Context: an optimization exercise on an open-source flow, tuned for small area and a short achievable clock period. The choices shown serve that exercise and are no tape-out recipe.
Only simulation tests tie the RTL to the original design; equivalence was not proved.
Power is estimated from default activity; no workload was simulated.

### config.mk
export PLATFORM = sky130hd
export DESIGN_NAME = vc_dds_top
export DESIGN_NICKNAME = vc_dds_top
export VERILOG_FILES = /design/flow/design.v
export SDC_FILE = /design/flow/constraint.sdc
export NUM_CORES = 4
export LEC_CHECK = 0
export CAP_MARGIN = 20
export CORE_MARGIN = 2
export CORE_UTILIZATION = 40
export SETUP_SLACK_MARGIN = 1.5
export SLEW_MARGIN = 20
### constraint.sdc
create_clock -name core_clock -period 5.5 [get_ports {clk_user_bufg}]
set_input_delay 1.1000 -clock core_clock [delete_from_list [all_inputs] [get_ports {clk_user_bufg}]]
set_output_delay 1.1000 -clock core_clock [all_outputs]
set_load 0.01 [all_outputs]
### design.v
`timescale 1ns/1ns
package vc_dds_pkg;
  typedef enum logic [1:0] {
    WAVE_DC       = 2'd0,              
    WAVE_TRIANGLE = 2'd1,
    WAVE_SAWTOOTH = 2'd2
  } wave_mode_e;
  typedef struct packed {
    wave_mode_e                mode;
    logic [32-1:0]    freq_word;   
    logic [10-1:0]      pcw;         
    logic [16-1:0]   amp;
    logic [16-1:0]   dc_offset;
    logic [10-1:0]      fsc;
  } vc_cfg_t;
  typedef struct packed {
    logic                      valid;
    logic [32-1:0]    phase;
    wave_mode_e                mode;
    logic [16-1:0]   amp;
    logic [16-1:0]   dc_offset;
  } phase_beat_t;
  typedef struct packed {
    logic                      valid;
    logic [16-1:0]   shape;       
    logic [16-1:0]   amp;
    logic [16-1:0]   dc_offset;
  } shape_beat_t;
  typedef struct packed {
    logic                      valid;
    logic [16-1:0]   scaled;
    logic [16-1:0]   dc_offset;
  } scaled_beat_t;
endpackage
`timescale 1ns/1ns
module vc_dds_cfg_reg
(
  input  logic                   clk_user_bufg,
  input  logic                   rst_glb,
  input  logic                   cfg_wr,        
  input  vc_dds_pkg::vc_cfg_t    cfg,
  output vc_dds_pkg::vc_cfg_t    active_cfg,
  output logic                   restart,
  output logic [10-1:0]   dac_fsc
);
  vc_dds_pkg::vc_cfg_t cfg_q;
  logic                restart_q;
  always_ff @(posedge clk_user_bufg or posedge rst_glb)
  begin
    if (rst_glb)
    begin
      cfg_q     <= '0;
      restart_q <= 1'b0;
    end
    else
    begin
      restart_q <= cfg_wr;                
      if (cfg_wr)
      begin
        cfg_q <= cfg;
      end
    end
  end
  assign active_cfg = cfg_q;
  assign restart    = restart_q;
  assign dac_fsc = (cfg_q.fsc == '0) ? {10{1'b1}} : cfg_q.fsc;
endmodule
`timescale 1ns/1ns
module vc_phase_accum
(
  input  logic                       clk_user_bufg,
  input  logic                       rst_glb,
  input  vc_dds_pkg::vc_cfg_t        active_cfg,
  input  logic                       restart,      
  output vc_dds_pkg::phase_beat_t    beat
);
  logic                       running;           
  logic [32-1:0]     phase_q;
  vc_dds_pkg::wave_mode_e     mode_q;
  logic [16-1:0]    amp_q;
  logic [16-1:0]    dc_offset_q;
  logic [32-1:0]     start_phase;
  assign start_phase = {active_cfg.pcw, {22{1'b0}}};
  always_ff @(posedge clk_user_bufg or posedge rst_glb)
  begin
    if (rst_glb)
    begin
      running <= 1'b0;
      phase_q <= '0;
    end
    else
    begin
      if (restart)
      begin
        running <= 1'b1;
        phase_q <= start_phase;
      end
      else
      begin
        phase_q <= phase_q + active_cfg.freq_word;   
      end
    end
  end
  always_ff @(posedge clk_user_bufg)
  begin
    mode_q      <= active_cfg.mode;
    amp_q       <= active_cfg.amp;
    dc_offset_q <= active_cfg.dc_offset;
  end
  assign beat.valid = running;
  assign beat.phase = phase_q;
  assign beat.mode = mode_q;
  assign beat.amp = amp_q;
  assign beat.dc_offset = dc_offset_q;
endmodule
`timescale 1ns/1ns
module vc_wave_shaper
(
  input  logic                       clk_user_bufg,
  input  logic                       rst_glb,
  input  vc_dds_pkg::phase_beat_t    beat_in,
  output vc_dds_pkg::shape_beat_t    beat_out
);
  logic                       phase_msb;
  logic [16-1:0]    tri_ramp;         
  logic [16-1:0]    saw_ramp;
  logic [16-1:0]    shape_d;
  logic                       valid_q;
  logic [16-1:0]    shape_q;
  logic [16-1:0]    amp_q;
  logic [16-1:0]    dc_offset_q;
  assign phase_msb = beat_in.phase[32-1];
  assign tri_ramp  = beat_in.phase[32-2 -: 16];
  assign saw_ramp  = beat_in.phase[32-1 -: 16];
  always_comb
  begin
    case (beat_in.mode)
      vc_dds_pkg::WAVE_TRIANGLE:
      begin
        shape_d = phase_msb ? ~tri_ramp : tri_ramp;
      end
      vc_dds_pkg::WAVE_SAWTOOTH:
      begin
        shape_d = saw_ramp;
      end
      default:
      begin
        shape_d = '0;                          
      end
    endcase
  end
  always_ff @(posedge clk_user_bufg or posedge rst_glb)
  begin
    if (rst_glb)
    begin
      valid_q <= 1'b0;
    end
    else
    begin
      valid_q <= beat_in.valid;
    end
  end
  always_ff @(posedge clk_user_bufg)
  begin
    shape_q     <= shape_d;
    amp_q       <= beat_in.amp;
    dc_offset_q <= beat_in.dc_offset;
  end
  assign beat_out.valid = valid_q;
  assign beat_out.shape = shape_q;
  assign beat_out.amp = amp_q;
  assign beat_out.dc_offset = dc_offset_q;
endmodule
`timescale 1ns/1ns
module vc_amp_offset
(
  input  logic                       clk_user_bufg,
  input  logic                       rst_glb,
  input  vc_dds_pkg::shape_beat_t    beat_in,
  output logic [16-1:0]    sample,
  output logic                       sample_valid
);
  logic [2*16-1:0]  product;           
  logic                       scale_valid_q;
  logic [16-1:0]    scaled_q;
  logic [16-1:0]    offset_q;
  vc_dds_pkg::scaled_beat_t   scaled_beat;
  logic [16:0]      sum;               
  logic                       sample_valid_q;
  logic [16-1:0]    sample_q;
  assign product = {{16{1'b0}}, beat_in.shape} * {{16{1'b0}}, beat_in.amp};
  always_ff @(posedge clk_user_bufg or posedge rst_glb)
  begin
    if (rst_glb)
    begin
      scale_valid_q <= 1'b0;
    end
    else
    begin
      scale_valid_q <= beat_in.valid;
    end
  end
  always_ff @(posedge clk_user_bufg)
  begin
    scaled_q <= product[16 +: 16];
    offset_q <= beat_in.dc_offset;
  end
  assign scaled_beat.valid = scale_valid_q;
  assign scaled_beat.scaled = scaled_q;
  assign scaled_beat.dc_offset = offset_q;
  assign sum = {1'b0, scaled_beat.dc_offset} + {1'b0, scaled_beat.scaled};
  always_ff @(posedge clk_user_bufg or posedge rst_glb)
  begin
    if (rst_glb)
    begin
      sample_valid_q <= 1'b0;
    end
    else
    begin
      sample_valid_q <= scaled_beat.valid;
    end
  end
  always_ff @(posedge clk_user_bufg)
  begin
    sample_q <= sum[16] ? {16{1'b1}} : sum[16-1:0];
  end
  assign sample       = sample_q;
  assign sample_valid = sample_valid_q;
endmodule
`timescale 1ns/1ns
module vc_dds_top
(
  input  logic                    clk_user_bufg,
  input  logic                    rst_glb,
  input  logic                    cfg_wr,           
  input  logic [85:0]             cfg,              
  output logic [16-1:0] sample,           
  output logic                    sample_valid,
  output logic [10-1:0]    dac_fsc           
);
  vc_dds_pkg::vc_cfg_t       cfg_s;            
  vc_dds_pkg::vc_cfg_t       active_cfg;
  logic                      restart;
  vc_dds_pkg::phase_beat_t   phase_beat;
  vc_dds_pkg::shape_beat_t   shape_beat;
  assign cfg_s = cfg;
  vc_dds_cfg_reg u_cfg_reg (
    .clk_user_bufg (clk_user_bufg),
    .rst_glb       (rst_glb),
    .cfg_wr        (cfg_wr),
    .cfg           (cfg_s),
    .active_cfg    (active_cfg),
    .restart       (restart),
    .dac_fsc       (dac_fsc)
  );
  vc_phase_accum u_phase_accum (
    .clk_user_bufg (clk_user_bufg),
    .rst_glb       (rst_glb),
    .active_cfg    (active_cfg),
    .restart       (restart),
    .beat          (phase_beat)
  );
  vc_wave_shaper u_wave_shaper (
    .clk_user_bufg (clk_user_bufg),
    .rst_glb       (rst_glb),
    .beat_in       (phase_beat),
    .beat_out      (shape_beat)
  );
  vc_amp_offset u_amp_offset (
    .clk_user_bufg (clk_user_bufg),
    .rst_glb       (rst_glb),
    .beat_in       (shape_beat),
    .sample        (sample),
    .sample_valid  (sample_valid)
  );
endmodule
### run.sh
#!/bin/bash
# synth_recipe.tcl (not shown) runs the flow's synth.tcl, then flattens the netlist and writes it again
# the make line also repeats each setting of config.mk as NAME=value (left out here)
make -C /OpenROAD-flow-scripts/flow DESIGN_CONFIG=/design/flow/config.mk WORK_HOME=/design/flow/orfs CLKGATE_MAP_FILE= SYNTH_SCRIPT=/design/flow/synth_recipe.tcl finish
==> impl_metrics.env <==
export IMPL_globalRoute_totalOverflow=0
export IMPL_grt_first_pass_wirelength_mm=67.00
export IMPL_synth_seq_area_share=0.3118
export IMPL_die_height_microns=217.4
export IMPL_timing_hold_worst_class="flip-flop to flip-flop"
export IMPL_min_period_ns=5.359
export IMPL_critical_path_top_cell_by_count="fa_1"
export IMPL_crit_buf_inv=3
export IMPL_path_class="flip-flop to flip-flop"
export IMPL_skew_ns=0.01961
export IMPL_critical_path_reg2reg_startpoint="u_wave_shaper.shape_q[6]"
export IMPL_avgRoutedWirePerCell_microns=15.62
export IMPL_postPlaceCellArea_sq_um=20460
export IMPL_starting_utilization_of_the_core_area=0.4031
export IMPL_ff_latch_area_sq_um=5764
export IMPL_cts_tree="yes"
export IMPL_yosys_area_top_type="fa_1"
export IMPL_cap_viol_max_count=0
export IMPL_grt_max_degree=75
export IMPL_power_per_cell_area_nw_per_um2=519.8
export IMPL_dpl_worst_slack_ns=-0.09912
export IMPL_ys_async_sr_fraction=0.4862
export IMPL_hold_viol=0
export IMPL_synthesis_nets=2229
export IMPL_finalMaxSlewViolations=0
export IMPL_report_power_total_mw=11.43
export IMPL_rsz0062_at_grt="true"
export IMPL_maximum_buffer_depth_of_the_clock_tree=3
export IMPL_irDropWorstVdd_uv=451.7
export IMPL_viasPerCell=5.028
export IMPL_holdWs_ns=0.3232
export IMPL_max_freq_mhz=186.6
export IMPL_drt_pass1_iter_count=4
export IMPL_design_die_area_sq_um=47260
export IMPL_detailed_route_iter0_violations=439
export IMPL_clockPowerShare=0.151
export IMPL_p_leak_nw=10.32
export IMPL_switching_power_mw=4.842
export IMPL_io_buffers=115
export IMPL_crit_path_max_fanout=6
export IMPL_switching_share=0.4237
export IMPL_fp_coreArea_sq_um=45190
export IMPL_hold_end="u_wave_shaper.amp_q[13]"
export IMPL_area_growth_synth_to_final_pct=20.70
export IMPL_cp_arrival_ns=5.77
export IMPL_grt_pass1_vias=13877
export IMPL_cts_sinks=253
export IMPL_worst_skew_pair_late_latency_ns=0.55
export IMPL_grt_usage=0.1734
export IMPL_num_io_pins=116
export IMPL_ys_ff_latch=253
export IMPL_outcome="finished clean"
export IMPL_cts_inserted_buffers=26
export IMPL_total_internal_power_mw=6.586
export IMPL_final_net_count=2388
export IMPL_avgSynthCellArea_sq_um=10.15
export IMPL_core_rowCount=78
export IMPL_drt_total_wl_mm=40.20
export IMPL_postLayoutCellArea_sq_um=21990
export IMPL_fin_ws_ns=0.1407
export IMPL_r2r_end="u_amp_offset.scaled_q[11]"
export IMPL_synth_edff_count=0
export IMPL_worstSetupEndpointType="flip-flop"
export IMPL_route_vias_total=12941
export IMPL_post_synth_main_area_contributors="fa_1, dfrtp_1, dfxtp_1"
export IMPL_path_clk_slew_ns=0.07
export IMPL_yosys_warnings=4
export IMPL_critPathLaunchType="flip-flop"
export IMPL_crit_path_top_delay_cell="fa_1"
export IMPL_netlist_area_sq_um=18220
export IMPL_fillerInstances=4177
export IMPL_drc=0
export IMPL_insertedDiodeCount=0
export IMPL_detailedPlacementHpwl_mm=31.93
export IMPL_synthesis_instances=1795
export IMPL_number_of_antenna_violations_at_the_first_check_in_global_routing=0
export IMPL_setup_viol_count_final=0
export IMPL_r2r_worst_path_cells=18
export IMPL_clock_tree_root_cell="clkbuf_16"
export IMPL_max_slew_margin_rel=0.4085
export IMPL_combPwrFrac=0.625
export IMPL_r2r_setup_slack_ns=0.14
export IMPL_ant_nets=0
export IMPL_synth_distinct_cells=72
export IMPL_synth_main_ff_cell="dfxtp_1"
export IMPL_postCtsHoldBufs=0
export IMPL_post_route_period_util=0.9744
export IMPL_multiInputGateArea_sq_um=11760
export IMPL_cp_cell_sequence="buf_6 > and2_1 > fa_1 > inv_1 > fa_2 > fa_2 > fa_1 > inv_1 > fa_1 > fa_1 > ha_4 > a21oi_4 > o21ai_1 > a221o_1 > a2111o_1 > nand2_4 > o31ai_2 > xor2_1"
export IMPL_path_delay_family="adder cells"
export IMPL_worst_slew_pin_transition_ns=0.8873
export IMPL_commonest_cells_after_routing_fill_and_taps_aside="inv_1, nand2_1, fa_1"
export IMPL_cts_max_level=1
export IMPL_die_w_microns=217.4
export IMPL_holdPathStages=0
export IMPL_final_layout_size_suffix_gt1_frac=0.1702
export IMPL_post_synth_top_area_share=0.2143
export IMPL_final_gp_congestion=0.8620
export IMPL_share_seq_of_total_power=0.224
export IMPL_totalNegativeSetupSlack_ns=0
export IMPL_cpPeakStageDelay_ns=0.54
export IMPL_layout_commonest_cell="inv_1"
export IMPL_required_ns=5.91
export IMPL_hold_path_startpoint="u_phase_accum.amp_q[13]"
-- Yosys cell counts (all sizes together), types with 3 or more instances --
cell type  instances
a211o              3
a211oi            10
a21boi             6
a21o              33
a21oi             58
a221oi             5
a22oi             17
a31oi             13
and2             116
and3              11
buf               11
clkbuf            55
dfrtp            123
dfxtp            130
fa               195
ha               150
inv              253
mux2              86
mux2i              5
nand2            210
nand2b            13
nand3             10
nand4              9
nor2              65
nor2b             11
nor3              17
nor3b              3
nor4               5
nor4b              3
o21a               9
o21ai             48
o21bai             9
o31ai              8
or2                4
xnor2             25
xor2              35
-- layout make-up --
cell class | instances | share of cell area
inverters | 253 | 0.04336
clock buffers | 40 | 0.03619
flip-flops and latches | 253 | 0.2622
repair buffers | 197 | 0.08678
well taps | 600 | 0.03414
clock inverters | 8 | 0.002447
multi-input cells | 1223 | 0.5349
-- power by group through the flow --
stage	Combinational [mW]	Sequential [mW]	Clock [mW]
2_1_floorplan	4.96	2.47	0
3_3_place_gp	6.38	2.61	0
3_5_place_dp	6.51	2.62	0
4_1_cts	7.03	2.57	1.79
5_1_grt	8.06	2.61	1.86
6_report	7.14	2.56	1.73
-- repair_timing --
action / CTS / global route
pin swaps: 38 / 15
setup endpoints to repair: 16 / 16
hold endpoints to repair: 0 / 0
buffers inserted: 30 / 7
gates resized for setup: 84 / 32
-- worst max-delay path by stage --
stage	from	endpoint	slack (ns)	depth (start not counted)
final	u_wave_shaper.shape_q[6]	u_amp_offset.scaled_q[11]	0.14	18
after global routing	u_wave_shaper.amp_q[7]	u_amp_offset.scaled_q[11]	0.01	20
after CTS	u_wave_shaper.shape_q[10]	u_amp_offset.scaled_q[11]	0.15	19
after detailed placement	u_wave_shaper.amp_q[3]	u_amp_offset.scaled_q[15]	-0.1	18
after global placement	u_wave_shaper.amp_q[10]	u_amp_offset.scaled_q[13]	-0.01	18
after floorplan	u_wave_shaper.amp_q[7]	u_amp_offset.scaled_q[15]	0.34	21
-- per-layer routing --
layer | vias to the layer above | global-route usage | routed length [microns]
met5 | - | 0 | 0
met4 | 0 | 0.05502 | 1118
met3 | 75 | 0.01929 | 1166
met2 | 189 | 0.3207 | 21090
met1 | 6557 | 0.2099 | 16830
li1 | 6120 | - | -
-- metrics by stage --
stage,std cells,utilization
floorplan,1795,-
global placement,2488,0.4523
detailed placement,2489,0.4527
CTS,2567,0.4827
global route,2574,0.4866
finish,2574,0.4866
-- state kept, by name (all words and copies together) (netlist names) --
| name | flops |
|---|---|
| u_phase_accum.running | 1 |
| u_phase_accum.amp_q | 16 |
| u_wave_shaper.valid_q | 1 |
| u_wave_shaper.amp_q | 16 |
| u_amp_offset.sample_valid_q | 1 |
| u_wave_shaper.shape_q | 16 |
| u_amp_offset.sample_q | 16 |
| u_amp_offset.scaled_q | 16 |
| u_wave_shaper.dc_offset_q | 16 |
| u_cfg_reg.cfg_q | 86 |
| u_phase_accum.dc_offset_q | 16 |
| u_amp_offset.scale_valid_q | 1 |
| u_phase_accum.mode_q | 2 |
| u_amp_offset.offset_q | 16 |
| u_phase_accum.phase_q | 32 |
| u_cfg_reg.restart_q | 1 |
-- worst register-to-register path, cell delays in order, from the launching register on --
cell	delay (ns)
dfxtp_4	0.38
buf_6	0.14
and2_1	0.17
fa_1	0.50
inv_1	0.05
fa_2	0.53
fa_2	0.45
fa_1	0.54
inv_1	0.05
fa_1	0.50
fa_1	0.46
ha_4	0.20
a21oi_4	0.14
o21ai_1	0.09
a221o_1	0.35
a2111o_1	0.34
nand2_4	0.11
o31ai_2	0.07
xor2_1	0.16
-- logic make-up (layout without fill, tap and decap cells) --
family / after synthesis / in the layout / synth area share
AND/OR/NAND/NOR: 484 / 484 / 0.1280
multiplexers: 91 / 91 / 0.05612
flip-flops: 253 / 253 / 0.3118
buffers and inverters: 319 / 498 / 0.06642
adder cells (fa/ha/maj): 345 / 345 / 0.3173
XOR/XNOR: 60 / 60 / 0.02885
AO/OA/AOI/OAI: 243 / 243 / 0.09149

[afterwards: timing with drivers on the ports]
No port has a modelled driver above. Below, the same layout with a new extraction and two added sets of constraints. Step 1 (the two cells are an assumption about what drives the block):
set clk [get_ports {clk_user_bufg}]
set_driving_cell -lib_cell sky130_fd_sc_hd__clkbuf_16 $clk
set_driving_cell -lib_cell sky130_fd_sc_hd__buf_2 [delete_from_list [all_inputs] $clk]
Step 2 adds t to the input delays and takes it off the output delays; t is the mean of the earliest and latest rising clock arrival at the registers after step 1. Input paths then give back, and output paths get back, about the clock's delay inside the block. Slacks: ideal ports / drivers / drivers and shift; pairs: ideal ports / drivers.
shift t [ns]: 0.593
slack for setup (ns): 0.141 / 0.141 / 0.141
hold slack, ns: 0.323 / 0.323 / 0.323
After both steps this run still meets setup and hold. For this run, drivers alone change the setup slack by 0.000 ns; drivers and shift together by 0.000 ns.
